This design comes from an exercise in tuning for small area, a short achievable clock period and few clock cycles on the open sky130 flow, not from production work. At most, simulation tests tie the RTL to the original design; equivalence was not proved. Function not checked in runs 4 to 7: the RTL went through the layout flow alone. Power and IR drop assume default switching activity.

==> design.v <==
package dvl_pkg;
   localparam int DEFAULT_MAX_FRAMES = 4;
   localparam int HEADER_LEN = 6;
   localparam logic [7:0]  SYNC_BYTE_RST   = 8'h7f;
   localparam logic [7:0]  HEADER_BYTE_RST = 8'h7f;
   localparam logic [15:0] VEL_ID_RST      = 16'h0358;
   localparam logic [15:0] RANGE_ID_RST    = 16'h0458;
   localparam int CSR_IDX_W  = 3;
   localparam int CSR_DATA_W = 16;
   typedef enum logic [CSR_IDX_W-1:0] {
      CSR_SYNC_BYTE   = 3'd0,
      CSR_HEADER_BYTE = 3'd1,
      CSR_VEL_ID      = 3'd2,
      CSR_RANGE_ID    = 3'd3,
      CSR_COUNT_LO    = 3'd4,
      CSR_COUNT_HI    = 3'd5
   } csr_idx_type;
   typedef enum logic [3:0] {
      PH_SYNC    = 4'd0,
      PH_HEADER  = 4'd1,
      PH_SIZE_LO = 4'd2,
      PH_SIZE_HI = 4'd3,
      PH_SPARE   = 4'd4,
      PH_COUNT   = 4'd5,
      PH_OFFSETS = 4'd6,
      PH_WAIT    = 4'd7,
      PH_ID_LO   = 4'd8,
      PH_VEL_SB  = 4'd9,
      PH_VEL_FW  = 4'd10,
      PH_VEL_UP  = 4'd11,
      PH_RANGE   = 4'd12
   } phase_type;
   typedef struct packed {
      logic [7:0]  sync_byte;
      logic [7:0]  header_byte;
      logic [15:0] vel_id;
      logic [15:0] range_id;
   } cfg_type;
   typedef struct packed {
      logic signed [31:0] vel_starboard;
      logic signed [31:0] vel_forward;
      logic signed [31:0] vel_upward;
      logic signed [31:0] bottom_range;
      logic [31:0]        update_count;
   } result_type;
endpackage
module dvl_datagram_velocity_parser_top #(
   parameter int MAX_FRAMES = dvl_pkg::DEFAULT_MAX_FRAMES
) (
   input  logic                              clock,
   input  logic                              reset,
   input  logic                              req_valid,
   output logic                              req_stall,
   input  logic [7:0]                        req_rx_byte,
   output logic                              rsp_valid,
   input  logic                              rsp_stall,
   output logic signed [31:0]                rsp_vel_starboard,
   output logic signed [31:0]                rsp_vel_forward,
   output logic signed [31:0]                rsp_vel_upward,
   output logic signed [31:0]                rsp_bottom_range,
   output logic [31:0]                       rsp_update_count,
   input  logic                              csr_wr_en,
   input  logic [dvl_pkg::CSR_IDX_W-1:0]     csr_index,
   input  logic [dvl_pkg::CSR_DATA_W-1:0]    csr_wdata
);
   localparam int S_SYNC = 0;    
   localparam int S_HEAD = 1;    
   localparam int S_OFF  = 2;    
   localparam int S_WAIT = 3;    
   localparam int S_IDLO = 4;    
   localparam int S_VEL  = 5;    
   localparam int S_RNG  = 6;    
   logic [6:0]  ph;
   logic [15:0] pos;             
   logic [2:0]  total;           
   logic [2:0]  nfi;             
   logic [3:0]  vcnt;            
   logic [7:0]  fid_hi;
   logic [7:0]  off_lo [4];      
   logic [7:0]  off_hi [4];
   logic [7:0]  vel_b [12];      
   logic [7:0]  rng_b [4];       
   logic [31:0] cnt_live;        
   logic [31:0] cnt_out;         
   logic        out_v;
   logic [7:0]  cfg_sync, cfg_hdr;
   logic [15:0] cfg_vel, cfg_rng;
   logic [7:0]  b;
   logic        acc, take, fin;
   logic        hit, done, is_vel, is_rng, off_last, cnt_bad;
   logic [1:0]  rslot;
   logic [6:0]  ph_n;
   logic [31:0] cnt_inc, cnt_n;
   logic [7:0]  b_rst;
   assign b         = req_rx_byte;
   assign req_stall = out_v & (ph[S_VEL] | ph[S_RNG]);
   assign acc       = req_valid & ~req_stall;
   assign take      = out_v & ~rsp_stall;
   assign fin       = acc & ph[S_RNG] & (vcnt[1:0] == 2'd3);
   always_ff @(posedge clock) begin
      if (reset) begin
         cfg_sync <= dvl_pkg::SYNC_BYTE_RST;
         cfg_hdr  <= dvl_pkg::HEADER_BYTE_RST;
         cfg_vel  <= dvl_pkg::VEL_ID_RST;
         cfg_rng  <= dvl_pkg::RANGE_ID_RST;
      end else if (csr_wr_en) begin
         case (csr_index)
            3'd0: cfg_sync <= csr_wdata[7:0];
            3'd1: cfg_hdr  <= csr_wdata[7:0];
            3'd2: cfg_vel  <= csr_wdata;
            3'd3: cfg_rng  <= csr_wdata;
            default: ;
         endcase
      end
   end
   assign rslot    = nfi[1:0] + 2'd3;    
   assign hit      = (pos == {off_hi[rslot], off_lo[rslot]});
   assign done     = (nfi == total);
   assign is_vel   = ({fid_hi, b} == cfg_vel);
   assign is_rng   = ({fid_hi, b} == cfg_rng);
   assign off_last = pos[0] & (pos[3:1] == total + 3'd2);
   assign cnt_bad  = (b == 8'd0) || (b > 8'(MAX_FRAMES));
   always_comb begin
      ph_n = '0;
      case (1'b1)
         ph[S_SYNC]: if (b == cfg_sync) ph_n[S_HEAD] = 1'b1; else ph_n[S_SYNC] = 1'b1;
         ph[S_HEAD]: begin
            if ((pos[2:0] == 3'd1 && b != cfg_hdr) || (pos[2:0] == 3'd5 && cnt_bad))
               ph_n[S_SYNC] = 1'b1;
            else if (pos[2:0] == 3'd5)
               ph_n[S_OFF] = 1'b1;
            else
               ph_n[S_HEAD] = 1'b1;
         end
         ph[S_OFF]:  if (off_last) ph_n[S_WAIT] = 1'b1; else ph_n[S_OFF] = 1'b1;
         ph[S_WAIT]: begin
            if (done)     ph_n[S_SYNC] = 1'b1;
            else if (hit) ph_n[S_IDLO] = 1'b1;
            else          ph_n[S_WAIT] = 1'b1;
         end
         ph[S_IDLO]: begin
            if (is_vel)      ph_n[S_VEL]  = 1'b1;
            else if (is_rng) ph_n[S_RNG]  = 1'b1;
            else             ph_n[S_WAIT] = 1'b1;
         end
         ph[S_VEL]:  if (vcnt == 4'd11) ph_n[S_WAIT] = 1'b1; else ph_n[S_VEL] = 1'b1;
         ph[S_RNG]:  if (vcnt[1:0] == 2'd3) ph_n[S_SYNC] = 1'b1; else ph_n[S_RNG] = 1'b1;
         default:    ph_n[S_SYNC] = 1'b1;
      endcase
   end
   always_ff @(posedge clock) begin
      if (reset) begin
         ph <= 7'(1 << S_SYNC);
      end else if (acc) begin
         ph <= ph_n;
      end
   end
   always_ff @(posedge clock) begin
      if (acc) begin
         pos <= ph[S_SYNC] ? 16'd1 : pos + 16'd1;
         if (ph[S_HEAD]) begin
            total <= b[2:0];
            nfi   <= 3'd0;
         end
         if (ph[S_WAIT] && hit) begin
            nfi    <= nfi + 3'd1;
            fid_hi <= b;
         end
         vcnt <= ph[S_IDLO] ? 4'd0 : vcnt + 4'd1;
      end
   end
   always_ff @(posedge clock) begin
      for (int s = 0; s < 4; s++) begin
         if (acc && ph[S_OFF] && pos[2:1] == 2'(s)) begin
            if (pos[0]) off_hi[s] <= b;
            else        off_lo[s] <= b;
         end
      end
   end
   assign b_rst = b & {8{~reset}};
   always_ff @(posedge clock) begin
      for (int k = 0; k < 12; k++) begin
         if (reset || (acc && ph[S_VEL] && vcnt == 4'(k))) vel_b[k] <= b_rst;
      end
      for (int k = 0; k < 4; k++) begin
         if (acc && ph[S_RNG] && vcnt[1:0] == 2'(k)) rng_b[k] <= b;
      end
   end
   assign cnt_inc = cnt_live + 32'd1;
   always_comb begin
      cnt_n = fin ? cnt_inc : cnt_live;
      if (csr_wr_en && csr_index == 3'd4) cnt_n[15:0]  = csr_wdata;
      if (csr_wr_en && csr_index == 3'd5) cnt_n[31:16] = csr_wdata;
   end
   always_ff @(posedge clock) begin
      if (reset) cnt_live <= '0;
      else       cnt_live <= cnt_n;
      if (fin) cnt_out <= cnt_inc;
   end
   always_ff @(posedge clock) begin
      if (reset)     out_v <= 1'b0;
      else if (fin)  out_v <= 1'b1;
      else if (take) out_v <= 1'b0;
   end
   assign rsp_valid         = out_v;
   assign rsp_vel_starboard = {vel_b[3], vel_b[2], vel_b[1], vel_b[0]};
   assign rsp_vel_forward   = {vel_b[7], vel_b[6], vel_b[5], vel_b[4]};
   assign rsp_vel_upward    = {vel_b[11], vel_b[10], vel_b[9], vel_b[8]};
   assign rsp_bottom_range  = {rng_b[3], rng_b[2], rng_b[1], rng_b[0]};
   assign rsp_update_count  = cnt_out;
endmodule
==> run.sh <==
#!/bin/bash
# synth_recipe.tcl (not shown) runs the flow's synth.tcl, then flattens the netlist and writes it again
# the make line also repeats each setting of config.mk as NAME=value (left out here)
make -C /OpenROAD-flow-scripts/flow DESIGN_CONFIG=/design/flow/config.mk WORK_HOME=/design/flow/orfs CLKGATE_MAP_FILE= SYNTH_SCRIPT=/design/flow/synth_recipe.tcl finish
==> config.mk <==
export PLATFORM = sky130hd
export DESIGN_NAME = dvl_datagram_velocity_parser_top
export DESIGN_NICKNAME = dvl_datagram_velocity_parser_top
export VERILOG_FILES = /design/flow/design.v
export SDC_FILE = /design/flow/constraint.sdc
export NUM_CORES = 4
export LEC_CHECK = 0
export ABC_CLOCK_PERIOD_IN_PS = 2000
export CAP_MARGIN = 20
export CORE_MARGIN = 2
export CORE_UTILIZATION = 40
export SETUP_SLACK_MARGIN = 2.5
export SLEW_MARGIN = 20
==> constraint.sdc <==
create_clock -name core_clock -period 4.5 [get_ports {clock}]
set_input_delay 0.9000 -clock core_clock [delete_from_list [all_inputs] [get_ports {clock}]]
set_output_delay 0.9000 -clock core_clock [all_outputs]
set_load 0.01 [all_outputs]
==> flow_summary_export.csv, run 1 <==
group,metric,value,unit
run_status,status,"no timing/DRC/antenna violations",
floorplan,die-area,37000,um2
floorplan,die_y,192,um
critical_path,path_cells,"inv_2 > ha_4 > a222oi_1 > mux2i_1 > o211ai_1 > nand4_1 > nor4_4 > and2_4 > or2_4",
floorplan,row_count,69,
cells_and_area,fill_cells,3025,
synth,synth_top_cells_by_count,"edfxtp_1 (258), nand2_1 (112), dfxtp_1 (88), nor2_1 (71), xnor2_1 (70)",
synth,synth_cells,1091,
synth,synth_area_leader_cell,"edfxtp_1",
timing,finalCriticalPeriod,2.90,ns
hold_path,hp-class,"register to register",
timing,drv_slew,0,
synth,yosysUniqueCellTypes,57,
timing,fin_skew,0.0152,ns
detailed_routing,top_layer,"met4",
synth,synth_edf_count,258,
floorplan,die_w,192,um
cts,clkTransAtPathRegs,0.06,ns
grt,antenna_found_initial,0,
timing,slew-limit-headroom,40.8,%
detailed_routing,route.met3.wl,1780,um
timing,rsz0062_at_grt,"true",
placed_design,dpl.hpwl,24100,um
synth,synth.area.top_cells,"edfxtp_1 (55%), dfxtp_1 (12%), xnor2_1 (4.3%), xor2_1 (4.1%), nand2_1 (3.0%)",
critical_path,path_buf_inv,1,
cts,clk_latency,0.52,ns
power,leakage,6.90,nW
floorplan,io_pins,194,
synth,syn_avg_cell_area,13.0,um2
synth,netlist_area,14200,um2
grt,grt_pass1_wl,56600,um
floorplan,fp.coreArea,35200,um2
cells_and_area,fin_nets,1435,
critical_path,crit_family,"compound AO/OA/AOI/OAI gates",
cts,cts_buffer_depth,3,
grt,grtUsageTotal,20.3,%
detailed_routing,drtAntennaViolNets,0,
cells_and_area,drive_above_1_share,33.9,%
timing,finalCritPeriodShare,64.5,%
critical_path,cp_slowest_stage_delay,0.76,ns
synth,synth.most_common_cell,"edfxtp_1",
detailed_routing,drt_pre_antenna_iters,5,
placed_design,postPlaceCellArea,16800,um2
timing,finalSetupViolCount,0,
critical_path,crit_type,"register to register",
cells_and_area,n_antenna_cell,0,
cells_and_area,syn_to_final_growth,32.5,%
placed_design,port_buffers,193,
synth,yosys_warnings,5,
cells_and_area,final_cell_count_no_fill,1879,
synth,synth_nets,1135,
critical_path,worstSetupEndpointType,"register",
cells_and_area,design_area,18800,um2
cells_and_area,regArea,9550,um2
floorplan,initial_utilization,40.3,%
timing,finalHoldViolations,0,
timing,worst_pin_slew,0.886,ns
synth,async_flop_share,0,%
cts,cts_tree,"built",
cts,clock_sinks,346,
synth,ys_dominant_reg_cell,"edfxtp_1",
run,cap_violations,0,
synth,ys_seq_area_share,67.0,%
cells_and_area,multi_input_area,5070,um2
critical_path,cp_data_required_time,4.74,ns
critical_path,start_kind,"register",
cts,cts-buffers-inserted,38,
timing,tns,0,ns
grt,grt-ovfl-total,0,
detailed_routing,wirelength_met1,16700,um
synth,ys_seq_elements,346,
placed_design,gp_congestion,0.813,
critical_path,ff2ff_setup_slack,1.60,ns
detailed_routing,wl,39000,um
detailed_routing,drt-wirelength-per-cell,20.7,um
synth,yosysTopAreaCellShare,54.6,%
critical_path,critPathMaxFanout,7,
critical_path,critPathSlowestCell,"a222oi_1",
critical_path,worst_ep_arrival_time,3.15,ns
detailed_routing,drc,0,
detailed_routing,avgViaCountPerCell,5.17,
detailed_routing,vias,9708,
timing,max_freq,0.344,GHz
cts,htree_num_levels,2,
detailed_routing,drt_iter0_markers,635,
detailed_routing,route.met2.wl,19000,um
placed_design,dp_cells,1709,
cts,cts_root_buf,"clkbuf_16",
grt,grt_pass1_vias,9286,
power,p_per_area,370,nW/um2
power,ir_drop,0.296,mV
grt,grt_max_degree,56,
worst paths after layout:
check,cells past startpoint,startpoint,end
worst min register to register,2,cfg_vel[5],cfg_vel[5]
worst max-delay path,9,nfi[0],nfi[0]
worst min-delay path,2,cfg_vel[5],cfg_vel[5]
worst max register to register,9,nfi[0],nfi[0]
placed cells by master, fill, tap and decap left out, types with 11 or more instances in the layout:
master / count
a211o_1: 14
a211oi_1: 18
a21oi_1: 32
a222oi_1: 14
buf_12: 14
buf_2: 160
buf_4: 97
buf_6: 15
clkbuf_1: 15
clkbuf_16: 40
clkdlybuf4s50_1: 18
dfxtp_1: 69
dfxtp_2: 11
edfxtp_1: 258
inv_1: 23
mux2i_1: 15
nand2_1: 98
nand3_1: 21
nand4_1: 18
nor2_1: 66
nor2b_1: 23
o21ai_0: 11
xnor2_1: 68
xor2_1: 67
per-layer routing:
metal  track usage, %  vias to the layer above
li1                 -                     4571
met1             26.6                     4775
met2             33.8                      280
met3             3.49                       82
met4             7.93                        0
met5                0                        -
final cells by class:
class / instances / area share [%]
well taps: 461 / 3.06
flip-flops and latches: 346 / 50.8
multi-input cells: 661 / 26.9
clock inverters: 10 / 0.439
clock buffers: 57 / 5.70
inverters: 27 / 0.645
repair inverters: 3 / 0.266
repair buffers: 314 / 12.2
through the flow:
stage / setup WS, ns / hold WS [ns] / util, % / total power, W
6_report: 1.60 / 0.466 / 53.4 / 0.00696
5_1_grt: 1.46 / 0.480 / 53.4 / 0.00719
4_1_cts: 1.63 / 0.468 / 50.6 / 0.00699
3_5_place_dp: 1.04 / 0.461 / 47.6 / 0.00411
3_3_place_gp: 1.08 / 0.457 / 47.6 / 0.00411
2_1_floorplan: 1.87 / 0.448 / - / 0.00384
timing repair:
item	4_1_cts	5_1_grt
gates cloned	3	3
pin swaps	23	41
setup buffers	40	57
hold buffers	0	0
endpoints found under the setup margin	562	163
resized for setup	787	107
kinds of logic after synthesis:
family / Yosys count / synth area share, %
compound gates: 139 / 7.07
fa+ha+maj: 12 / 1.06
buf+inv: 86 / 2.46
simple gates: 356 / 12.9
mux: 15 / 1.06
flops: 346 / 67.0
xor+xnor: 137 / 8.45
sequential cells by signal (all words and copies together) (netlist names):
| signal | cells |
|---|---|
| nfi | 3 |
| out_v | 1 |
| cfg_rng | 16 |
| total | 3 |
| cfg_hdr | 8 |
| pos | 16 |
| ph | 7 |
| cnt_live | 32 |
| vcnt | 4 |
| off_hi | 32 |
| cnt_out | 32 |
| vel_b | 96 |
| cfg_sync | 8 |
| cfg_vel | 16 |
| fid_hi | 8 |
| rng_b | 32 |
| off_lo | 32 |
report_power, final:
group | leakage [nW] | internal, W | total (W) | switching (W)
sequential | 3.10 | 0.00353 | 0.00359 | 0.0000579
combinational | 3.24 | 0.000183 | 0.000453 | 0.000270
clock | 0.564 | 0.00171 | 0.00292 | 0.00122
worst min-delay path, stage by stage (launching register included):
cell and delay, ns:
dfxtp_1 0.32, nand2_1 0.05, a21oi_1 0.05
Testbench counts, summed over its fixed seeds: cycles 48,753.
==> run 2, diff against run 1 <==
--- a/config.mk
+++ b/config.mk
@@ -7,3 +7,2 @@
 export LEC_CHECK = 0
-export ABC_CLOCK_PERIOD_IN_PS = 2000
 export CAP_MARGIN = 20
==> run 2 against run 1 <==
Compared with the run above: sequential share of layout area did not move; final area did not move; critical endpoint unchanged; global-route usage did not move; critical path depth did not move; largest cell class unchanged; first-iteration DRC count did not move; still clean on timing, DRC and antenna; sequential power barely moved; clock-buffer cell count did not move; largest power group unchanged; synthesized cell count did not move.
==> flow_summary_export.csv, run 2 <==
group,metric,value,unit
run_status,status,"no timing/DRC/antenna violations",
critical_path,critPathMaxFanout,7,
synth,yosysUniqueCellTypes,57,
grt,grt-ovfl-total,0,
detailed_routing,drtAntennaViolNets,0,
detailed_routing,vias,9708,
cells_and_area,drive_above_1_share,33.9,%
timing,finalSetupViolCount,0,
synth,synth_nets,1135,
cts,cts-buffers-inserted,38,
critical_path,worst_ep_arrival_time,3.15,ns
synth,yosys_warnings,5,
cts,clock_sinks,346,
timing,drv_slew,0,
synth,synth_top_cells_by_count,"edfxtp_1 (258), nand2_1 (112), dfxtp_1 (88), nor2_1 (71), xnor2_1 (70)",
cts,cts_buffer_depth,3,
cts,htree_num_levels,2,
cts,clkTransAtPathRegs,0.06,ns
synth,ys_dominant_reg_cell,"edfxtp_1",
cells_and_area,n_antenna_cell,0,
synth,yosysTopAreaCellShare,54.6,%
cts,cts-hold-fix-buffers,0,
cells_and_area,fill_cells,3025,
floorplan,die_w,192,um
grt,grtUsageTotal,20.3,%
cells_and_area,largest-register,"vel_b",
floorplan,die-area,37000,um2
cells_and_area,syn_to_final_growth,32.5,%
synth,syn_avg_cell_area,13.0,um2
detailed_routing,drt_iter0_markers,635,
power,ir_drop,0.296,mV
synth,synth_cells,1091,
timing,rsz0062_at_grt,"true",
cells_and_area,mostFrequentLayoutCells,"edfxtp_1 (258), buf_2 (160), nand2_1 (98)",
timing,tns,0,ns
floorplan,io_pins,194,
cells_and_area,largest_reg_flops,96,
power,leakage,6.90,nW
synth,synth.most_common_cell,"edfxtp_1",
grt,met1_usage,26.6,%
grt,use_met2,33.8,%
cts,cts_tree,"built",
synth,netlist_area,14200,um2
grt,grt_pass1_vias,9286,
timing,hold-worst-slack,0.466,ns
grt,grt_max_degree,56,
timing,finalCritPeriodShare,64.5,%
floorplan,die_y,192,um
detailed_routing,wl,39000,um
placed_design,port_buffers,193,
critical_path,start_kind,"register",
grt,use_met3,3.49,%
grt,antenna_found_initial,0,
synth,ys_seq_area_share,67.0,%
grt,busiest_layer,"met2",
floorplan,row_count,69,
floorplan,fp.coreArea,35200,um2
timing,finalHoldViolations,0,
timing,max_freq,0.344,GHz
timing,finalCriticalPeriod,2.90,ns
timing,fin_skew,0.0152,ns
synth,ys_seq_elements,346,
run,cap_violations,0,
critical_path,crit_type,"register to register",
cts,clk_latency,0.52,ns
detailed_routing,drt-wirelength-per-cell,20.7,um
cells_and_area,fin_nets,1435,
placed_design,gp_congestion,0.813,
synth,async_flop_share,0,%
critical_path,cp_data_required_time,4.74,ns
floorplan,initial_utilization,40.3,%
cts,cts_root_buf,"clkbuf_16",
synth,synth_area_leader_cell,"edfxtp_1",
placed_design,dpl.hpwl,24100,um
critical_path,worstSetupEndpointType,"register",
timing,slew-limit-headroom,40.8,%
synth,synth.area.top_cells,"edfxtp_1 (55%), dfxtp_1 (12%), xnor2_1 (4.3%), xor2_1 (4.1%), nand2_1 (3.0%)",
detailed_routing,drt_pre_antenna_iters,5,
cells_and_area,final_common_cell,"edfxtp_1",
synth,synth_edf_count,258,
timing,worst_pin_slew,0.886,ns
power,p_per_area,370,nW/um2
detailed_routing,drc,0,
detailed_routing,avgViaCountPerCell,5.17,
grt,grt_pass1_wl,56600,um
hold_path,hp-class,"register to register",
[run 2: cell counts after synthesis]
Identical to the previous run, type by type.
[run 2: layer usage]
metal,share of wire [%],up-vias
met5,0,-
met4,3.9,0
met3,4.6,82
met2,49,280
met1,43,4775
li1,-,4571
[run 2: layout make-up]
cell class	count	area, um2	area share (%)
repair inverters	3	50.0	0.266
well taps	461	577	3.06
repair buffers	314	2290	12.2
clock buffers	57	1070	5.70
flip-flops and latches	346	9550	50.8
multi-input cells	661	5070	26.9
clock inverters	10	82.6	0.439
inverters	27	121	0.645
[run 2: cells by family after synthesis]
kind of cell	count (synthesis)	share of synthesized area (%)
adders and majority gates	12	1.06
xor gates and xnor gates	137	8.45
and+or+nand+nor	356	12.9
AOI/OAI and AO/OA	139	7.07
muxes	15	1.06
DFF	346	67.0
buffers and inverters	86	2.46
[run 2: worst paths after layout]
kind	slack, ns	start	to	cells past startpoint
max reg2reg	1.60	nfi[0]	nfi[0]	9
max	1.60	nfi[0]	nfi[0]	9
min	0.47	cfg_vel[5]	cfg_vel[5]	2
min reg2reg	0.47	cfg_vel[5]	cfg_vel[5]	2
[run 2: what timing repair did]
action                                 4_1_cts  5_1_grt
gates cloned                                 3        3
endpoints found under the hold margin        0        0
gates resized for setup                    787      107
pin swaps                                   23       41
setup endpoints to repair                  562      163
buffers inserted                            40       57
[run 2: stage by stage]
step	instance area (um2)	power, W	cells	util [%]	setup slack [ns]
2_1_floorplan	14500	0.00384	1091	-	1.87
3_3_place_gp	16800	0.00411	1709	47.6	1.08
3_5_place_dp	16800	0.00411	1709	47.6	1.04
4_1_cts	17800	0.00699	1819	50.6	1.63
5_1_grt	18800	0.00719	1879	53.4	1.46
6_report	18800	0.00696	1879	53.4	1.60
[run 2: report_power, final]
group / switching [W] / internal [W] / leakage [nW]
clock: 0.00122 / 0.00171 / 0.564
combinational: 0.000270 / 0.000183 / 3.24
sequential: 0.0000579 / 0.00353 / 3.10
[run 2: worst max-delay path, stage by stage, from the launching register on]
cell and delay [ns]:
edfxtp_1 0.45, inv_2 0.11, ha_4 0.21, a222oi_1 0.76, mux2i_1 0.20, o211ai_1 0.12
nand4_1 0.15, nor4_4 0.25, and2_4 0.22, or2_4 0.13
==> run 3, diff against run 2 <==
--- a/config.mk
+++ b/config.mk
@@ -10,3 +10,2 @@
 export CORE_UTILIZATION = 40
-export SETUP_SLACK_MARGIN = 2.5
 export SLEW_MARGIN = 20
==> run 3 against run 2 <==
Compared with the run above: first-iteration DRC count up 21%; flip-flop and latch count unchanged; sequential power about the same; worst setup slack got worse by 0.60 ns; clock power up 6.8%; maximum frequency down 17%; global-route usage down 0.99 points; register-to-register slack worse by 0.60 ns; core utilization down 2.3 points; highest routed layer unchanged.
==> flow_summary_export.csv, run 3 <==
group,metric,value,unit
run_status,status,"no timing/DRC/antenna violations",
hold_path,hp-class,"register to register",
placed_design,port_buffers,193,
floorplan,die-area,37000,um2
cts,ctsResizeCount,0,
grt,grt-ovfl-total,0,
floorplan,die_w,192,um
grt,grt_max_degree,61,
detailed_routing,drc,0,
placed_design,gp_congestion,0.807,
cts,cts_root_buf,"clkbuf_16",
critical_path,path_cells,"inv_1 > ha_1 > mux2i_1 > xnor2_1 > nand4_1 > nor4_4 > and2_1 > or2_2",
cells_and_area,largest-register,"vel_b",
timing,rsz0062_at_grt,"false",
synth,ys_dominant_reg_cell,"edfxtp_1",
critical_path,critPathMaxFanout,23,
detailed_routing,drt-wirelength-per-cell,19.9,um
timing,max_freq,0.285,GHz
timing,finalCritPeriodShare,77.9,%
cts,post-cts-setup-buffers,0,
grt,antenna_found_initial,2,
timing,finalSetupViolCount,0,
critical_path,cp_data_required_time,4.73,ns
detailed_routing,drt_pre_antenna_iters,6,
detailed_routing,avgViaCountPerCell,5.17,
critical_path,worst_ep_arrival_time,3.73,ns
floorplan,row_count,69,
synth,yosysTopAreaCellShare,54.6,%
cells_and_area,fin_util,51.1,%
timing,tns,0,ns
synth,synth_edf_count,258,
floorplan,die_y,192,um
cts,cts-hold-fix-buffers,0,
power,leakage,6.18,nW
cts,cts_buffer_depth,3,
synth,async_flop_share,0,%
floorplan,io_pins,194,
placed_design,dpl.hpwl,24000,um
power,p_per_area,398,nW/um2
cts,htree_num_levels,2,
critical_path,critPathSlowestCell,"ha_1",
cells_and_area,final_common_cell,"edfxtp_1",
cts,cts-buffers-inserted,38,
synth,synth_nets,1135,
grt,grt_pass1_vias,9159,
synth,synth.most_common_cell,"edfxtp_1",
cells_and_area,regArea,9510,um2
synth,syn_avg_cell_area,13.0,um2
power,ir_drop,0.214,mV
detailed_routing,drtAntennaViolNets,0,
synth,ys_seq_elements,346,
detailed_routing,vias,9267,
cells_and_area,multi_input_area,4350,um2
critical_path,crit_type,"register to register",
cells_and_area,mostFrequentLayoutCells,"edfxtp_1 (258), clkdlybuf4s50_1 (192), nand2_1 (112)",
cells_and_area,fin_nets,1342,
cells_and_area,largest_reg_flops,96,
cells_and_area,fill_cells,3074,
cts,clk_latency,0.52,ns
floorplan,fp.coreArea,35200,um2
timing,worst_slack,0.995,ns
timing,slew-limit-headroom,28.6,%
synth,netlist_area,14200,um2
critical_path,worstSetupEndpointType,"register",
synth,synth_area_leader_cell,"edfxtp_1",
timing,worst_pin_slew,1.07,ns
grt,grtUsageTotal,19.3,%
cts,clkTransAtPathRegs,0.06,ns
cts,clock_sinks,346,
synth,synth_cells,1091,
placed_design,place_ws,0.969,ns
critical_path,cp_slowest_stage_delay,0.86,ns
cts,cts_tree,"built",
timing,drv_slew,0,
timing,fin_skew,0.00957,ns
synth,ys_seq_area_share,67.0,%
floorplan,initial_utilization,40.3,%
synth,yosys_warnings,5,
grt,grt_pass1_wl,54500,um
critical_path,ff2ff_path_depth,8,
synth,yosysUniqueCellTypes,57,
detailed_routing,drt_iter0_markers,769,
cells_and_area,drive_above_1_share,7.91,%
synth,synth_top_cells_by_count,"edfxtp_1 (258), nand2_1 (112), dfxtp_1 (88), nor2_1 (71), xnor2_1 (70)",
run,cap_violations,0,
hold_path,worst_hold_path.num_cells,2,
timing,finalHoldViolations,0,
critical_path,start_kind,"register",
synth,synth.area.top_cells,"edfxtp_1 (55%), dfxtp_1 (12%), xnor2_1 (4.3%), xor2_1 (4.1%), nand2_1 (3.0%)",
cells_and_area,syn_to_final_growth,26.7,%
timing,finalCriticalPeriod,3.51,ns
detailed_routing,wl,35600,um
==> run 3: cell counts after synthesis <==
Identical to the previous run, type by type.
==> run 3: layout make-up <==
type	count	area share, %
multi-input cells	659	24.2
flip-flops and latches	346	52.9
diodes	3	0.0417
clock buffers	47	6.06
inverters	27	0.563
repair buffers	226	12.1
clock inverters	22	1.03
well taps	461	3.21
==> run 3: through the flow <==
| stage | hold WS, ns | power (W) | area, um2 | cells |
|---|---|---|---|---|
| 2_1_floorplan | 0.448 | 0.00383 | 14200 | 1091 |
| 3_3_place_gp | 0.453 | 0.00411 | 16700 | 1719 |
| 3_5_place_dp | 0.459 | 0.00411 | 16700 | 1719 |
| 4_1_cts | 0.466 | 0.00724 | 18000 | 1788 |
| 5_1_grt | 0.482 | 0.00740 | 18000 | 1788 |
| 6_report | 0.465 | 0.00716 | 18000 | 1791 |
==> run 3: final timing paths <==
check	from	end	slack, ns
setup reg to reg	nfi[1]	nfi[0]	0.99
setup / recovery	nfi[1]	nfi[0]	0.99
hold / removal	cfg_vel[13]	cfg_vel[13]	0.46
hold reg to reg	cfg_vel[13]	cfg_vel[13]	0.46
==> run 3: kinds of logic after synthesis <==
| family | after synthesis | synth area share, % |
|---|---|---|
| flops | 346 | 67.0 |
| compound gates | 139 | 7.07 |
| simple gates | 356 | 12.9 |
| mux | 15 | 1.06 |
| buf+inv | 86 | 2.46 |
| fa+ha+maj | 12 | 1.06 |
| xor+xnor | 137 | 8.45 |
==> run 3: metal layers <==
metal  GRT usage (%)  share of wire (%)  wire [um]
met5               0                  0          0
met4            5.11                2.0        694
met3            3.33                5.6       2000
met2            31.9                 49      17500
met1            26.5                 43      15400
==> run 3: where the power goes <==
part / total, W / internal, W / switching (W)
Clock: 0.00312 / 0.00189 / 0.00123
Combinational: 0.000448 / 0.000209 / 0.000238
Sequential: 0.00359 / 0.00353 / 0.0000603
==> run 3: worst max-delay path: cells and delay by family (launching register included) <==
| kind | cells | cell delay (ns) |
|---|---|---|
| adder cells (fa/ha/maj) | 1 | 0.86 |
| buffers and inverters | 1 | 0.12 |
| XOR/XNOR | 1 | 0.15 |
| flip-flops | 1 | 0.46 |
| AND/OR/NAND/NOR | 4 | 1.28 |
| multiplexers | 1 | 0.33 |
==> run 4, diff against run 3 <==
--- a/design.v
+++ b/design.v
@@ -74,8 +74,8 @@
    logic [15:0] pos;             
-   logic [2:0]  total;           
-   logic [2:0]  nfi;             
+   logic [3:0]  sel;             
+   logic [3:0]  lastsel;         
+   logic        done;            
    logic [3:0]  vcnt;            
-   logic [7:0]  fid_hi;
    logic [7:0]  off_lo [4];      
-   logic [7:0]  off_hi [4];
+   logic [7:0]  off_hi [4];      
    logic [7:0]  vel_b [12];      
@@ -85,2 +85,3 @@
    logic        out_v;
+   logic        stall;
    logic [7:0]  cfg_sync, cfg_hdr;
@@ -88,11 +89,12 @@
    logic [7:0]  b;
-   logic        acc, take, fin;
-   logic        hit, done, is_vel, is_rng, off_last, cnt_bad;
-   logic [1:0]  rslot;
-   logic [6:0]  ph_n;
+   logic        acc, take, fin, out_v_n;
+   logic        hit, is_vel, is_rng, off_last, cnt_bad, tbl_hi;
+   logic [6:0]  ph_n, ph_next;
    logic [31:0] cnt_inc, cnt_n;
    logic [7:0]  b_rst;
+   logic [7:0]  cur_lo, cur_hi;
+   logic [3:0]  tbl_slot;
    assign b         = req_rx_byte;
-   assign req_stall = out_v & (ph[S_VEL] | ph[S_RNG]);
-   assign acc       = req_valid & ~req_stall;
+   assign req_stall = stall;
+   assign acc       = req_valid & ~stall;
    assign take      = out_v & ~rsp_stall;
@@ -115,8 +117,18 @@
    end
-   assign rslot    = nfi[1:0] + 2'd3;    
-   assign hit      = (pos == {off_hi[rslot], off_lo[rslot]});
-   assign done     = (nfi == total);
-   assign is_vel   = ({fid_hi, b} == cfg_vel);
-   assign is_rng   = ({fid_hi, b} == cfg_rng);
-   assign off_last = pos[0] & (pos[3:1] == total + 3'd2);
+   always_comb begin
+      cur_lo = '0;
+      cur_hi = '0;
+      for (int s = 0; s < 4; s++) begin
+         cur_lo = cur_lo | (off_lo[s] & {8{sel[s]}});
+         cur_hi = cur_hi | (off_hi[s] & {8{sel[s]}});
+      end
+   end
+   always_comb begin
+      for (int s = 0; s < 4; s++) tbl_slot[s] = (pos[3:1] == 3'(s + 3));
+   end
+   assign tbl_hi = pos[0];
+   assign hit      = (pos == {cur_hi, cur_lo});
+   assign is_vel   = ({cur_lo, b} == cfg_vel);
+   assign is_rng   = ({cur_lo, b} == cfg_rng);
+   assign off_last = tbl_hi & |(tbl_slot & lastsel);
    assign cnt_bad  = (b == 8'd0) || (b > 8'(MAX_FRAMES));
@@ -150,8 +162,6 @@
    end
-   always_ff @(posedge clock) begin
-      if (reset) begin
-         ph <= 7'(1 << S_SYNC);
-      end else if (acc) begin
-         ph <= ph_n;
-      end
+   assign ph_next = acc ? ph_n : ph;
+   always_ff @(posedge clock) begin
+      if (reset) ph <= 7'(1 << S_SYNC);
+      else       ph <= ph_next;
    end
@@ -161,8 +171,9 @@
          if (ph[S_HEAD]) begin
-            total <= b[2:0];
-            nfi   <= 3'd0;
-         end
-         if (ph[S_WAIT] && hit) begin
-            nfi    <= nfi + 3'd1;
-            fid_hi <= b;
+            sel     <= 4'b0001;
+            done    <= 1'b0;
+            for (int s = 0; s < 4; s++) lastsel[s] <= (b[2:0] == 3'(s + 1));
+         end
+         if (ph[S_IDLO]) begin
+            sel  <= {sel[2:0], sel[3]};
+            done <= |(sel & lastsel);
          end
@@ -173,6 +184,6 @@
       for (int s = 0; s < 4; s++) begin
-         if (acc && ph[S_OFF] && pos[2:1] == 2'(s)) begin
-            if (pos[0]) off_hi[s] <= b;
-            else        off_lo[s] <= b;
-         end
+         if (acc && ((ph[S_OFF] && tbl_slot[s] && !tbl_hi) || (ph[S_WAIT] && hit && sel[s])))
+            off_lo[s] <= b;
+         if (acc && ph[S_OFF] && tbl_slot[s] && tbl_hi)
+            off_hi[s] <= b;
       end
@@ -199,6 +210,11 @@
    end
-   always_ff @(posedge clock) begin
-      if (reset)     out_v <= 1'b0;
-      else if (fin)  out_v <= 1'b1;
-      else if (take) out_v <= 1'b0;
+   assign out_v_n = fin | (out_v & ~take);
+   always_ff @(posedge clock) begin
+      if (reset) begin
+         out_v <= 1'b0;
+         stall <= 1'b0;
+      end else begin
+         out_v <= out_v_n;
+         stall <= out_v_n & (ph_next[S_VEL] | ph_next[S_RNG]);
+      end
    end
--- a/config.mk
+++ b/config.mk
@@ -10,2 +10,3 @@
 export CORE_UTILIZATION = 40
+export SETUP_SLACK_MARGIN = 2.5
 export SLEW_MARGIN = 20
==> run 4 against run 3 <==
Compared with the run above: register-to-register slack gained 0.91 ns; critical path type unchanged; critical endpoint is now off_lo[1][3]; core utilization rose by 2.0 points; clock skew rose by 0.0024 ns; flip-flop and latch count fell by 4; maximum frequency rose by 35%; still clean on timing, DRC and antenna.
==> flow_summary_export.csv, run 4 <==
group,metric,value,unit
run_status,status,"no timing/DRC/antenna violations",
grt,antenna_found_initial,0,
floorplan,io_pins,194,
synth,ys_seq_area_share,67.0,%
timing,fin_skew,0.0120,ns
timing,worst_pin_slew,0.875,ns
cells_and_area,fill_cells,3009,
synth,synth_cells,1098,
hold_path,hp-class,"register to register",
cells_and_area,final_common_cell,"edfxtp_1",
placed_design,postPlaceCellArea,16600,um2
cells_and_area,drive_above_1_share,34.0,%
placed_design,gp_congestion,0.798,
cells_and_area,syn_to_final_growth,30.6,%
synth,syn_avg_cell_area,12.7,um2
cells_and_area,largest_reg_flops,96,
cts,clk_latency,0.53,ns
synth,synth_nets,1137,
floorplan,fp.coreArea,34500,um2
detailed_routing,drt_iter0_markers,619,
critical_path,start_kind,"register",
critical_path,cp_data_required_time,4.71,ns
detailed_routing,drt_pre_antenna_iters,5,
critical_path,reg2reg_from,"sel[0]",
timing,finalHoldViolations,0,
cts,cts_root_buf,"clkbuf_16",
detailed_routing,vias,9556,
synth,synth_top_family_by_area,"simple AND/OR/NAND/NOR gates",
detailed_routing,drtAntennaViolNets,0,
timing,rsz0062_at_grt,"true",
floorplan,die_w,191,um
synth,yosys.area_share.simple,14.1,%
cts,cts-buffers-inserted,38,
timing,tns,0,ns
cts,htree_num_levels,2,
cts,cts_buffer_depth,3,
timing,slew-limit-headroom,41.6,%
cells_and_area,fin_util,53.0,%
cts,cts_tree,"built",
synth,synthMuxAreaShare,1.22,%
synth,synth-compound-area-share,6.55,%
critical_path,cp_slowest_stage_delay,0.45,ns
grt,grtUsageTotal,20.6,%
synth,synth.area.top_cells,"edfxtp_1 (54%), dfxtp_1 (13%), xor2_1 (5.2%), nand2_1 (4.0%), xnor2_1 (2.7%)",
synth,synth.most_common_cell,"edfxtp_1",
timing,drv_slew,0,
synth,synthAdderAreaFrac,0.626,%
power,ir_drop,0.218,mV
critical_path,crit_family,"simple AND/OR/NAND/NOR gates",
power,p_per_area,388,nW/um2
hold_path,min_to,"cfg_vel[5]",
floorplan,row_count,68,
synth,yosysUniqueCellTypes,60,
grt,grt_max_degree,43,
cells_and_area,largest-register,"vel_b",
synth,synth_edf_count,253,
synth,synth-xor-area-share,7.89,%
grt,grt-ovfl-total,0,
cells_and_area,fin_nets,1407,
critical_path,worstSetupEndpointType,"register",
cells_and_area,design_area,18300,um2
critical_path,path_cells,"buf_4 > a22oi_2 > nand2_2 > xor2_1 > nor4_2 > nand4_1 > buf_6 > o22a_1 > nor2_4",
critical_path,worst_ep_arrival_time,2.80,ns
floorplan,initial_utilization,40.6,%
cells_and_area,mostFrequentLayoutCells,"edfxtp_1 (253), buf_2 (166), nand2_1 (122)",
synth,ys_dominant_reg_cell,"edfxtp_1",
timing,max_freq,0.385,GHz
floorplan,die_y,191,um
synth,synth_area_leader_cell,"edfxtp_1",
synth,ys_seq_elements,342,
critical_path,path_buf_inv,2,
floorplan,die-area,36500,um2
synth,yosys_warnings,5,
cts,clock_sinks,342,
placed_design,dpl.hpwl,24400,um
critical_path,critPathMaxFanout,9,
critical_path,ff2ff_setup_slack,1.90,ns
cts,clkTransAtPathRegs,0.06,ns
hold_path,worst_hold_path.num_cells,2,
detailed_routing,drc,0,
critical_path,critPathSlowestCell,"edfxtp_1",
critical_path,ff2ff_path_depth,9,
detailed_routing,wl,38200,um
grt,grt_pass1_vias,9546,
timing,finalCriticalPeriod,2.60,ns
synth,yosysTopAreaCellShare,54.3,%
critical_path,timing.rr.end,"off_lo[1][3]",
placed_design,port_buffers,193,
detailed_routing,drt-wirelength-per-cell,20.6,um
timing,finalCritPeriodShare,57.7,%
cells_and_area,n_antenna_cell,0,
run,cap_violations,0,
detailed_routing,avgViaCountPerCell,5.16,
power,leakage,6.66,nW
grt,grt_pass1_wl,56900,um
synth,netlist_area,14000,um2
critical_path,crit_type,"register to register",
hold_path,hold_start,"cfg_vel[5]",
timing,finalSetupViolCount,0,
synth,async_flop_share,0,%
synth,synth_top_cells_by_count,"edfxtp_1 (253), nand2_1 (149), dfxtp_1 (89), xor2_1 (83), nor2_1 (77)",
==> run 4: worst max path at each step <==
stage	slack, ns	depth (start not counted)	startpoint	end
finish	1.90	9	sel[0]	off_lo[1][3]
global route	1.82	9	sel[0]	off_lo[1][5]
CTS	1.96	9	sel[2]	off_lo[1][5]
detailed placement	1.09	8	req_rx_byte[3]	stall
global placement	1.06	8	req_rx_byte[3]	stall
floorplan	2.09	9	sel[0]	off_lo[1][0]
==> run 4: report_power, final <==
part,switching (W),internal (W)
sequential,0.0000552,0.00348
combinational,0.000263,0.000150
clock,0.00123,0.00191
==> run 4: worst min-delay path: stages (launching register included) <==
cell	delay (ns)
dfxtp_1	0.31
nand2_1	0.05
a21oi_1	0.05
==> run 4: cell families after synthesis <==
kind of cell	Yosys count
and+or+nand+nor	394
DFF	342
AOI/OAI and AO/OA	138
xor gates and xnor gates	126
buffers and inverters	74
muxes	17
adders and majority gates	7
==> run 4: final cells by class <==
class                   instances  area (um2)  area share [%]
flip-flops and latches        342        9430            51.6
clock buffers                  43         980            5.36
well taps                     455         569            3.12
clock inverters                25         285            1.56
inverters                      18        88.8           0.486
repair inverters                2        17.5          0.0959
multi-input cells             683        4930            27.0
repair buffers                283        1970            10.8
==> run 4: layer usage <==
| metal | global-route usage [%] | routed length, um | vias up |
|---|---|---|---|
| li1 | - | - | 4508 |
| met1 | 26.4 | 16200 | 4719 |
| met2 | 35.1 | 19100 | 264 |
| met3 | 3.32 | 1710 | 65 |
| met4 | 7.66 | 1160 | 0 |
| met5 | 0 | 0 | - |
==> run 4: metrics by stage <==
step | setup WS, ns | hold slack (ns) | cells | power [W]
2_1_floorplan | 2.09 | 0.448 | 1098 | 0.00380
3_3_place_gp | 1.06 | 0.457 | 1705 | 0.00406
3_5_place_dp | 1.09 | 0.460 | 1705 | 0.00406
4_1_cts | 1.96 | 0.468 | 1830 | 0.00715
5_1_grt | 1.82 | 0.489 | 1851 | 0.00732
6_report | 1.90 | 0.465 | 1851 | 0.00709
==> run 4: repair_timing <==
action | CTS | global route
setup buffers | 53 | 20
cloned | 4 | 1
gates resized for setup | 761 | 70
setup endpoints to repair | 570 | 230
pin swaps | 30 | 36
hold buffers | 0 | 0
==> run 5, diff against run 4 <==
--- a/config.mk
+++ b/config.mk
@@ -10,3 +10,3 @@
 export CORE_UTILIZATION = 40
-export SETUP_SLACK_MARGIN = 2.5
+export SETUP_SLACK_MARGIN = 3.0
 export SLEW_MARGIN = 20
==> run 5 against run 4 <==
Compared with the run above: final cell count increased by 4.2%; register-to-register slack got worse by 0.07 ns; worst setup slack got worse by 0.073 ns; clock-buffer cell count increased by 13; via count increased by 5.2%; area after synthesis unchanged; routed wire length increased by 6.8%; global-route usage increased by 1.3 points; worst hold slack improved by 0.0022 ns; sequential power about the same; sequential share of layout area decreased by 4.4 points; largest power group unchanged; highest routed layer unchanged.
==> flow_summary_export.csv, run 5 <==
group,metric,value,unit
run_status,status,"no timing/DRC/antenna violations",
timing,slew-limit-headroom,47.6,%
cells_and_area,drive_above_1_share,43.8,%
detailed_routing,drt-wirelength-per-cell,21.1,um
placed_design,port_buffers,193,
critical_path,worst_ep_arrival_time,2.91,ns
floorplan,die_w,191,um
synth,synth.area.top_cells,"edfxtp_1 (54%), dfxtp_1 (13%), xor2_1 (5.2%), nand2_1 (4.0%), xnor2_1 (2.7%)",
placed_design,dpl.hpwl,24600,um
floorplan,die-area,36500,um2
synth,synth_cells,1098,
cts,clock_sinks,342,
cts,cts_buffer_depth,3,
cells_and_area,fill_cells,2762,
hold_path,hp-class,"register to register",
power,p_per_area,351,nW/um2
synth,yosys_warnings,5,
floorplan,die_y,191,um
cts,cts_tree,"built",
power,swShare,22.2,%
synth,netlist_area,14000,um2
detailed_routing,drt_pre_antenna_iters,5,
synth,synth-xor-area-share,7.89,%
detailed_routing,avgViaCountPerCell,5.21,
synth,synth_edf_count,253,
power,switchingPower,0.00156,W
synth,synth_top_cells_by_count,"edfxtp_1 (253), nand2_1 (149), dfxtp_1 (89), xor2_1 (83), nor2_1 (77)",
critical_path,start_kind,"register",
synth,yosys.area_share.simple,14.1,%
cts,clkTransAtPathRegs,0.06,ns
synth,ys_dominant_reg_cell,"edfxtp_1",
timing,finalSetupViolCount,0,
floorplan,initial_utilization,40.6,%
timing,finalCritPeriodShare,59.3,%
floorplan,row_count,68,
critical_path,critPathSlowestCell,"edfxtp_1",
cells_and_area,n_antenna_cell,0,
synth,ys_seq_elements,342,
cells_and_area,multi_input_area,5590,um2
cells_and_area,largest_reg_flops,96,
cts,cts_root_buf,"clkbuf_16",
synth,synth_top_family_by_area,"simple AND/OR/NAND/NOR gates",
critical_path,cp_slowest_stage_delay,0.52,ns
timing,worst_pin_slew,0.785,ns
cells_and_area,final_common_cell,"edfxtp_1",
detailed_routing,wl,40800,um
floorplan,io_pins,194,
critical_path,cp_data_required_time,4.74,ns
detailed_routing,vias,10100,
synth,synthMuxAreaShare,1.22,%
power,leakage,7.45,nW
detailed_routing,drtAntennaViolNets,0,
floorplan,fp.coreArea,34500,um2
cells_and_area,mostFrequentLayoutCells,"edfxtp_1 (253), buf_2 (161), nand2_1 (86)",
synth,synth.most_common_cell,"edfxtp_1",
power,power.internal,0.00545,W
cells_and_area,regArea,9440,um2
grt,grt-ovfl-total,0,
grt,grt_pass1_vias,9832,
synth,ys_seq_area_share,67.0,%
critical_path,worstSetupEndpointType,"register",
cells_and_area,syn_to_final_growth,42.8,%
cells_and_area,largest-register,"vel_b",
synth,async_flop_share,0,%
cts,htree_num_levels,2,
grt,grt_pass1_wl,60200,um
detailed_routing,drc,0,
grt,antenna_found_initial,0,
grt,grt_max_degree,74,
run,cap_violations,0,
power,clkPwrFrac,42.4,%
synth,synth_nets,1137,
timing,hold-worst-slack,0.467,ns
grt,grtUsageTotal,21.9,%
cts,clk_latency,0.53,ns
power,sequentialPowerShare,50.5,%
timing,fin_skew,0.0139,ns
synth,synth-compound-area-share,6.55,%
critical_path,critPathMaxFanout,8,
timing,drv_slew,0,
timing,max_freq,0.375,GHz
cells_and_area,fin_nets,1485,
critical_path,crit_family,"simple AND/OR/NAND/NOR gates",
power,combPwrFrac,7.0,%
timing,finalCriticalPeriod,2.67,ns
critical_path,cp_common_cell,"buf_6",
power,ir_drop,0.272,mV
synth,synthAdderAreaFrac,0.626,%
cts,cts-hold-fix-buffers,0,
critical_path,crit_type,"register to register",
synth,yosysUniqueCellTypes,60,
synth,syn_avg_cell_area,12.7,um2
critical_path,path_buf_inv,3,
synth,synth_area_leader_cell,"edfxtp_1",
detailed_routing,drt_iter0_markers,633,
timing,rsz0062_at_grt,"true",
timing,finalHoldViolations,0,
cts,cts-buffers-inserted,37,
synth,yosysTopAreaCellShare,54.3,%
timing,tns,0,ns
placed_design,gp_congestion,0.802,
critical_path,path_cells,"buf_6 > a22oi_2 > a21oi_2 > nor4_2 > and4_4 > nand4_1 > buf_6 > o22a_1 > nor2_4 > buf_12",
-- run 5: cell counts after synthesis --
No cell type changed its count.
-- run 5: cells by family (layout without fill, tap and decap cells) --
group / count (synthesis) / count (layout)
DFF: 342 / 342
muxes: 17 / 17
AOI/OAI and AO/OA: 138 / 138
buffers and inverters: 74 / 447
and+or+nand+nor: 394 / 397
adders and majority gates: 7 / 7
xor gates and xnor gates: 126 / 126
-- run 5: metrics by stage --
stage	setup slack [ns]	utilization (%)	total power [W]	instance area, um2	std cells
floorplan	2.10	-	0.00382	14800	1098
global placement	1.20	49.0	0.00407	16900	1701
detailed placement	1.15	49.0	0.00408	16900	1701
CTS	1.90	55.6	0.00704	19100	1883
global route	1.69	58.0	0.00722	20000	1929
finish	1.83	58.0	0.00701	20000	1929
-- run 5: path summary, 6_finish.rpt --
kind               start           end  slack [ns]  cells past startpoint
max               sel[0]  off_lo[1][0]        1.83                     10
max reg2reg       sel[0]  off_lo[1][0]        1.83                     10
min          cfg_rng[13]   cfg_rng[13]        0.47                      2
min reg2reg  cfg_rng[13]   cfg_rng[13]        0.47                      2
-- run 5: routing by layer --
layer  part of all wire (%)  up-vias  global-route usage, %
met5                      0        -                      0
met1                     41     5061                   27.3
met4                    3.1        0                   6.62
li1                       -     4678                      -
met2                     52      249                   39.3
met3                    4.3       64                   2.96
-- run 5: cell type report --
| type | count | area share [%] |
|---|---|---|
| sequential | 342 | 47.2 |
| multi-input combinational | 685 | 28.0 |
| timing repair buffer | 356 | 15.0 |
| clock buffer | 56 | 5.56 |
| tap | 455 | 2.85 |
| timing repair inverter | 6 | 0.501 |
| inverter | 18 | 0.482 |
| clock inverter | 11 | 0.394 |
-- run 5: what timing repair did --
item | CTS | global route
setup endpoints to repair | 724 | 518
cloned | 9 | 1
pin swaps | 112 | 75
resized for setup | 935 | 99
setup buffers | 106 | 45
-- run 5: power groups by stage --
stage	sequential (W)	combinational (W)	clock, W
floorplan	0.00364	0.000181	0
global placement	0.00361	0.000460	0
detailed placement	0.00362	0.000462	0
CTS	0.00354	0.000466	0.00303
global route	0.00355	0.000525	0.00315
finish	0.00354	0.000493	0.00297
-- run 5: worst min-delay path, cell delays in order (launching register included) --
cell,delay [ns]
dfxtp_1,0.31
nand2_1,0.05
a21oi_1,0.05
==> run 6, diff against run 5 <==
--- a/design.v
+++ b/design.v
@@ -75,2 +75,4 @@
    logic [3:0]  sel;             
+   logic        hit;             
+   logic [7:0]  pb;              
    logic [3:0]  lastsel;         
@@ -79,3 +81,3 @@
    logic [7:0]  off_lo [4];      
-   logic [7:0]  off_hi [4];      
+   logic [7:0]  off_hi [4];
    logic [7:0]  vel_b [12];      
@@ -90,3 +92,3 @@
    logic        acc, take, fin, out_v_n;
-   logic        hit, is_vel, is_rng, off_last, cnt_bad, tbl_hi;
+   logic        hit_n, fwd, is_vel, is_rng, off_last, cnt_bad, tbl_hi;
    logic [6:0]  ph_n, ph_next;
@@ -129,5 +131,6 @@
    assign tbl_hi = pos[0];
-   assign hit      = (pos == {cur_hi, cur_lo});
-   assign is_vel   = ({cur_lo, b} == cfg_vel);
-   assign is_rng   = ({cur_lo, b} == cfg_rng);
+   assign is_vel   = ({pb, b} == cfg_vel);
+   assign is_rng   = ({pb, b} == cfg_rng);
+   assign fwd      = ph[S_OFF] & tbl_hi & tbl_slot[0];
+   assign hit_n    = ((pos + 16'd1) == {fwd ? b : cur_hi, cur_lo});
    assign off_last = tbl_hi & |(tbl_slot & lastsel);
@@ -175,3 +178,3 @@
          end
-         if (ph[S_IDLO]) begin
+         if (ph[S_WAIT] && !done && hit) begin
             sel  <= {sel[2:0], sel[3]};
@@ -179,2 +182,4 @@
          end
+         hit <= hit_n;
+         pb  <= b;
          vcnt <= ph[S_IDLO] ? 4'd0 : vcnt + 4'd1;
@@ -184,3 +189,3 @@
       for (int s = 0; s < 4; s++) begin
-         if (acc && ((ph[S_OFF] && tbl_slot[s] && !tbl_hi) || (ph[S_WAIT] && hit && sel[s])))
+         if (acc && ph[S_OFF] && tbl_slot[s] && !tbl_hi)
             off_lo[s] <= b;
--- a/config.mk
+++ b/config.mk
@@ -10,3 +10,3 @@
 export CORE_UTILIZATION = 40
-export SETUP_SLACK_MARGIN = 3.0
+export SETUP_SLACK_MARGIN = 2.7
 export SLEW_MARGIN = 20
==> run 6 against run 5 <==
Compared with the run above: first-iteration DRC count is 8.5% lower; synthesized cell count is 1.0% higher; flip-flop and latch count is 9 higher; worst setup slack better by 0.42 ns; total power is 2.9% higher; clock power is 4% higher; final cell count is 1.9% lower; via count is 1.2% lower; final area is 4.1% lower; largest power group unchanged; highest routed layer unchanged.
==> flow_summary_export.csv, run 6 <==
group,metric,value,unit
synth,yosysTopAreaCellShare,55.0,%
timing,worst_pin_slew,0.716,ns
hold_path,worst_hold_path.num_cells,2,
cts,htree_num_levels,2,
power,clkPwrFrac,42.8,%
run,cap_violations,0,
power,sequentialPowerShare,50.6,%
synth,ys_dominant_reg_cell,"edfxtp_1",
critical_path,crit_type,"register to register",
cts,cts_buffer_depth,3,
floorplan,die_w,193,um
power,leakage,7.08,nW
power,combPwrFrac,6.7,%
critical_path,worst_ep_arrival_time,2.57,ns
detailed_routing,drc,0,
timing,finalSetupViolCount,0,
cells_and_area,regArea,9710,um2
timing,finalCritPeriodShare,50.1,%
run_status,status,"no timing/DRC/antenna violations",
synth,synth.area.top_cells,"edfxtp_1 (55%), dfxtp_1 (12%), xnor2_1 (4.4%), xor2_1 (3.7%), nand2_1 (3.0%)",
critical_path,crit_start,"sel[1]",
cells_and_area,final_common_cell,"edfxtp_1",
cells_and_area,n_antenna_cell,0,
synth,synth_top_cells_by_count,"edfxtp_1 (262), nand2_1 (115), dfxtp_1 (89), nor2_1 (87), xnor2_1 (72)",
placed_design,dpl.hpwl,23500,um
synth,ys_seq_elements,351,
critical_path,ff2ff_setup_slack,2.25,ns
synth,synth.most_common_cell,"edfxtp_1",
critical_path,ff2ff_path_depth,7,
cts,cts-buffers-inserted,38,
hold_path,hold_start,"cfg_vel[2]",
synth,netlist_area,14300,um2
critical_path,reg2reg_from,"sel[1]",
cells_and_area,drive_above_1_share,34.7,%
cells_and_area,syn_to_final_growth,33.9,%
power,ir_drop,0.276,mV
detailed_routing,avgViaCountPerCell,5.25,
grt,antenna_found_initial,0,
grt,grt_max_degree,74,
power,power.internal,0.00565,W
synth,synth_cells,1109,
power,swShare,21.7,%
critical_path,worstSetupEndpointType,"register",
grt,grt_pass1_vias,9553,
placed_design,place_ws,1.12,ns
floorplan,row_count,69,
timing,slew-limit-headroom,52.1,%
detailed_routing,drtAntennaViolNets,0,
floorplan,fp.coreArea,35400,um2
detailed_routing,vias,9935,
placed_design,dp_cells,1716,
floorplan,die_y,193,um
hold_path,min_to,"cfg_vel[2]",
synth,synth_edf_count,262,
floorplan,io_pins,194,
timing,max_freq,0.444,GHz
detailed_routing,drt_iter0_markers,579,
synth,yosysUniqueCellTypes,50,
grt,grt-ovfl-total,0,
floorplan,die-area,37300,um2
synth,ys_seq_area_share,67.5,%
synth,yosys_warnings,5,
timing,fin_skew,0.0140,ns
cells_and_area,largest-register,"vel_b",
timing,tns,0,ns
detailed_routing,drt_pre_antenna_iters,5,
cts,clkTransAtPathRegs,0.07,ns
cts,cts-hold-fix-buffers,0,
cells_and_area,final_cell_count_no_fill,1892,
critical_path,cp_data_required_time,4.82,ns
cts,cts_root_buf,"clkbuf_16",
grt,grtUsageTotal,20.4,%
placed_design,gp_congestion,0.799,
floorplan,initial_utilization,40.4,%
grt,grt_pass1_wl,57500,um
cts,clk_latency,0.52,ns
cells_and_area,largest_reg_flops,96,
timing,rsz0062_at_grt,"true",
placed_design,postPlaceCellArea,17100,um2
power,switchingPower,0.00156,W
synth,synth_area_leader_cell,"edfxtp_1",
critical_path,start_kind,"register",
hold_path,hp-class,"register to register",
power,p_per_area,376,nW/um2
detailed_routing,drt-wirelength-per-cell,20.4,um
critical_path,critPathMaxFanout,4,
cells_and_area,fin_nets,1442,
timing,worst_slack,2.25,ns
placed_design,port_buffers,193,
cts,clock_sinks,351,
timing,finalHoldViolations,0,
timing,finalCriticalPeriod,2.25,ns
synth,synth_nets,1148,
cells_and_area,mostFrequentLayoutCells,"edfxtp_1 (262), buf_2 (155), nand2_1 (108)",
cells_and_area,design_area,19200,um2
timing,drv_slew,0,
critical_path,timing.rr.end,"hit",
cts,cts_tree,"built",
synth,syn_avg_cell_area,12.9,um2
cells_and_area,fill_cells,2973,
synth,async_flop_share,0,%
cells_and_area,multi_input_area,5170,um2
detailed_routing,wl,38600,um
## run 6: cell type report
type	count	share of cell area, %
inverters	16	0.425
clock inverters	15	0.816
flip-flops and latches	351	50.7
well taps	461	3.01
clock buffers	53	5.69
repair inverters	2	0.0914
multi-input cells	681	27.0
repair buffers	313	12.3
## run 6: what timing repair did
| action | CTS | global route |
|---|---|---|
| pin swaps | 34 | 47 |
| buffers inserted | 78 | 23 |
| setup endpoints to repair | 653 | 384 |
| gates cloned | 5 | 2 |
| gates resized for setup | 820 | 66 |
## run 6: critical path, stage by stage, from the launching register on
cell	delay, ns
edfxtp_1	0.42
buf_4	0.19
a22o_1	0.25
a221oi_2	0.21
xnor2_1	0.10
nor4_1	0.29
nand4_1	0.25
nor4_4	0.35
## run 6: worst max path at each step
stage                   end  depth (start not counted)
4_1_cts                 hit                          7
3_5_place_dp    cnt_live[9]                          9
3_3_place_gp    cnt_live[9]                          9
5_1_grt                 hit                          7
2_1_floorplan  off_lo[3][0]                          5
6_report                hit                          7
## run 6: layer usage
layer	wire length [um]	vias up	global-route usage, %
met1	16600	4902	27.9
li1	-	4619	-
met4	833	0	5.48
met3	2330	54	3.00
met5	0	-	0
met2	18800	360	34.0
## run 6: power by group through the flow
stage / clock, W / combinational [W] / sequential (W)
after floorplan: 0 / 0.000192 / 0.00374
after global placement: 0 / 0.000473 / 0.00373
after detailed placement: 0 / 0.000477 / 0.00373
after CTS: 0.00314 / 0.000458 / 0.00365
after global routing: 0.00327 / 0.000519 / 0.00366
final: 0.00308 / 0.000481 / 0.00365
## run 6: per-stage QoR
stage / hold slack [ns] / power (W) / util (%)
after floorplan: 0.448 / 0.00394 / -
after detailed placement: 0.459 / 0.00420 / 48.2
after global routing: 0.480 / 0.00744 / 54.1
after CTS: 0.467 / 0.00724 / 52.7
final: 0.465 / 0.00721 / 54.1
after global placement: 0.454 / 0.00420 / 48.2
## run 6: cell families (layout without fill, tap and decap cells)
| family | Yosys count | count (layout) | synth area share (%) |
|---|---|---|---|
| flops | 351 | 351 | 67.5 |
| fa+ha+maj | 7 | 7 | 0.612 |
| buf+inv | 78 | 399 | 2.26 |
| compound gates | 147 | 147 | 7.27 |
| xor+xnor | 135 | 135 | 8.46 |
| mux | 11 | 11 | 0.770 |
| simple gates | 380 | 381 | 13.2 |
==> run 7, diff against run 6 <==
--- a/design.v
+++ b/design.v
@@ -95,3 +95,3 @@
    logic [31:0] cnt_inc, cnt_n;
-   logic [7:0]  b_rst;
+   logic [7:0]  b_rst, b_m1, b_hi_m1;
    logic [7:0]  cur_lo, cur_hi;
@@ -134,3 +134,5 @@
    assign fwd      = ph[S_OFF] & tbl_hi & tbl_slot[0];
-   assign hit_n    = ((pos + 16'd1) == {fwd ? b : cur_hi, cur_lo});
+   assign b_m1     = b - 8'd1;
+   assign b_hi_m1  = (pb == 8'd0) ? b_m1 : b;
+   assign hit_n    = (pos == {fwd ? b_hi_m1 : cur_hi, cur_lo});
    assign off_last = tbl_hi & |(tbl_slot & lastsel);
@@ -190,5 +192,5 @@
          if (acc && ph[S_OFF] && tbl_slot[s] && !tbl_hi)
-            off_lo[s] <= b;
+            off_lo[s] <= b_m1;
          if (acc && ph[S_OFF] && tbl_slot[s] && tbl_hi)
-            off_hi[s] <= b;
+            off_hi[s] <= b_hi_m1;
       end
--- a/config.mk
+++ b/config.mk
@@ -10,3 +10,3 @@
 export CORE_UTILIZATION = 40
-export SETUP_SLACK_MARGIN = 2.7
+export SETUP_SLACK_MARGIN = 2.5
 export SLEW_MARGIN = 20
==> run 7 against run 6 <==
Compared with the run above: still clean; sequential share of layout area down 0.19 points; clock-buffer cell count shrank 6; combinational power up 3%; area after synthesis increased by 2.7%; critical path depth unchanged; via count is 2.2% higher; core utilization is 1.4 points lower; synthesized cell count up 5.3%; critical path type is now input port to register.
==> flow_summary_export.csv, run 7 <==
group,metric,value,unit
power,p_per_area,376,nW/um2
critical_path,ff2ff_path_depth,6,
synth,synth_edf_count,262,
power,switchingPower,0.00164,W
synth,synth_top_cells_by_count,"edfxtp_1 (262), nand2_1 (109), nor2_1 (92), dfxtp_1 (89), xnor2_1 (78)",
synth,ys_seq_area_share,65.7,%
detailed_routing,drt-wirelength-per-cell,20.2,um
grt,grt_pass1_wl,59100,um
cells_and_area,design_area,19200,um2
cells_and_area,drive_above_1_share,32.2,%
detailed_routing,wl,39200,um
floorplan,fp.coreArea,36300,um2
critical_path,timing.rr.end,"hit",
synth,yosysUniqueCellTypes,58,
detailed_routing,drc,0,
synth,synth_area_leader_cell,"edfxtp_1",
floorplan,die_w,196,um
hold_path,hp-class,"register to register",
cts,cts_root_buf,"clkbuf_16",
power,power.internal,0.00557,W
cts,clock_sinks,351,
power,combPwrFrac,6.9,%
timing,worst_pin_slew,0.971,ns
cts,cts_buffer_depth,3,
floorplan,die_y,196,um
detailed_routing,drt_iter0_markers,627,
synth,yosysTopAreaCellShare,53.6,%
cells_and_area,largest_reg_flops,96,
floorplan,row_count,70,
critical_path,critPathMaxFanout,2,
run,cap_violations,0,
grt,antenna_found_initial,1,
cells_and_area,final_cell_count_no_fill,1942,
timing,slew-limit-headroom,35.1,%
cts,cts_tree,"built",
grt,grt-ovfl-total,0,
critical_path,worst_ep_arrival_time,2.66,ns
floorplan,initial_utilization,40.4,%
placed_design,port_buffers,193,
timing,finalCriticalPeriod,2.38,ns
floorplan,io_pins,194,
cts,clk_latency,0.54,ns
critical_path,crit_type,"input port to register",
critical_path,cp_data_required_time,4.78,ns
detailed_routing,drt_pre_antenna_iters,4,
power,p_total,0.00720,W
power,sequentialPowerShare,50.6,%
synth,ys_dominant_reg_cell,"edfxtp_1",
synth,ys_seq_elements,351,
synth,synth.most_common_cell,"edfxtp_1",
synth,synth_nets,1212,
grt,grt_max_degree,81,
placed_design,postPlaceCellArea,17400,um2
critical_path,cp-endpoint,"hit",
timing,tns,0,ns
grt,grt_pass1_vias,9924,
cells_and_area,mostFrequentLayoutCells,"edfxtp_1 (262), buf_2 (165), nand2_1 (100)",
detailed_routing,drtAntennaViolNets,0,
cells_and_area,fin_nets,1488,
timing,finalCritPeriodShare,52.9,%
power,ir_drop,0.246,mV
power,leakage,6.97,nW
cells_and_area,final_common_cell,"edfxtp_1",
placed_design,dp_cells,1785,
synth,synth_cells,1168,
power,clkPwrFrac,42.5,%
timing,fin_skew,0.0294,ns
critical_path,ff2ff_setup_slack,2.14,ns
placed_design,gp_congestion,0.869,
cts,cts-hold-fix-buffers,0,
run_status,status,"no timing/DRC/antenna violations",
cells_and_area,n_antenna_cell,0,
timing,finalHoldViolations,0,
grt,grtUsageTotal,20.1,%
critical_path,crit_start,"req_rx_byte[6]",
placed_design,dpl.hpwl,25000,um
critical_path,start_kind,"input port",
timing,max_freq,0.420,GHz
cts,clkTransAtPathRegs,0.06,ns
synth,async_flop_share,0,%
timing,drv_slew,0,
cts,cts-buffers-inserted,38,
critical_path,reg2reg_from,"pb[5]",
detailed_routing,avgViaCountPerCell,5.23,
timing,finalSetupViolCount,0,
synth,netlist_area,14700,um2
placed_design,place_ws,1.10,ns
critical_path,worstSetupEndpointType,"register",
cells_and_area,syn_to_final_growth,30.5,%
timing,worst_slack,2.12,ns
floorplan,die-area,38300,um2
cells_and_area,largest-register,"vel_b",
cts,htree_num_levels,2,
detailed_routing,vias,10200,
synth,synth.area.top_cells,"edfxtp_1 (54%), dfxtp_1 (12%), xnor2_1 (4.7%), xor2_1 (3.5%), nand2_1 (2.8%)",
synth,syn_avg_cell_area,12.6,um2
timing,rsz0062_at_grt,"true",
synth,yosys_warnings,5,
power,swShare,22.7,%
[run 7: cell types whose count changed after synthesis, moves of 6 or more]
cell / delta
and3_1: +7
mux2i_1: -7
nand2_1: -6
nand3_1: +9
nand3b_1: +7
o211ai_1: +6
o21ai_0: +6
o31ai_1: +7
xnor2_1: +6
[run 7: how the worst min path moves through the flow]
stage	start	cells after the start	to
floorplan	cfg_rng[0]	2	cfg_rng[0]
global placement	cfg_rng[9]	2	cfg_rng[9]
detailed placement	cfg_rng[0]	2	cfg_rng[0]
CTS	cfg_rng[0]	2	cfg_rng[0]
global route	cfg_rng[0]	2	cfg_rng[0]
finish	cfg_rng[0]	2	cfg_rng[0]
[run 7: power by group through the flow]
stage	sequential, W	combinational (W)	clock (W)
3_3_place_gp	0.00373	0.000486	0
2_1_floorplan	0.00374	0.000213	0
5_1_grt	0.00366	0.000531	0.00324
3_5_place_dp	0.00373	0.000489	0
4_1_cts	0.00365	0.000461	0.00312
6_report	0.00365	0.000495	0.00306
[run 7: cells by family (layout without fill, tap and decap cells)]
kind of cell | count (synthesis) | in the layout | share of synthesized area (%)
AO/OA/AOI/OAI | 173 | 173 | 8.36
AND/OR/NAND/NOR | 410 | 410 | 14.2
XOR/XNOR | 137 | 137 | 8.17
buffers and inverters | 80 | 386 | 2.16
multiplexers | 5 | 5 | 0.349
adder cells (fa/ha/maj) | 12 | 12 | 1.02
flip-flops | 351 | 351 | 65.7
[run 7: metal layers]
metal	part of all wire (%)	GRT usage (%)
met2	48	33.2
met3	5.6	3.30
met4	3.3	7.55
met5	0.028	0
met1	43	26.6
[run 7: layout make-up]
cell class	instances	area, um2
Inverter	18	115
Clock buffer	47	1050
Timing Repair inverter	3	26.3
Multi-Input combinational cell	737	5460
Tap cell	468	586
Clock inverter	23	186
Fill cell	3124	17200
Timing Repair Buffer	295	2060
Sequential cell	351	9680
[run 7: critical path: stages]
cell	delay, ns
buf_6	0.09
or4_4	0.58
nor4_4	0.28
mux2_4	0.34
or3_1	0.30
o211ai_1	0.11
nor4_2	0.05
[run 7: per-stage QoR]
stage          hold slack, ns  utilization [%]
2_1_floorplan           0.448                -
3_3_place_gp            0.460             48.0
3_5_place_dp            0.459             48.0
4_1_cts                 0.466             51.0
5_1_grt                 0.482             52.7
6_report                0.466             52.7
[run 7: what timing repair did]
action | CTS | global route
hold endpoints to repair | 0 | 0
pin swaps | 28 | 33
setup endpoints to repair | 572 | 138
gates cloned | 3 | 1
resized for setup | 752 | 75
setup buffers | 46 | 37

-- port drivers added, routing unchanged --
The flow's constraints put no driver on any port. The routed layouts listed below were extracted and timed again, unchanged, in two steps.
Step 1 assumes that a clkbuf_16 drives the clock port and a buf_2 every other input.
Step 2, shift: input delay + t, output delay - t, t = (earliest + latest rising clock arrival at the registers) / 2. This alone moves slack from input paths to output paths.
Slacks: no drivers / after step 1 / after step 2; pairs: no drivers / after step 1.
| run | shift t [ns] | setup WS [ns] |
|---|---|---|
| run 1 | 0.565 | 1.596 / 1.596 / 1.596 |
| run 2 | 0.565 | 1.596 / 1.596 / 1.596 |
| run 3 | 0.560 | 0.995 / 0.995 / 0.911 |
| run 4 | 0.573 | 1.903 / 1.903 / 1.849 |
| run 5 | 0.579 | 1.831 / 1.831 / 1.831 |
| run 6 | 0.565 | 2.247 / 2.247 / 2.042 |
| run 7 | 0.581 | 2.118 / 2.131 / 1.550 |
After both steps every run listed still meets setup and hold.
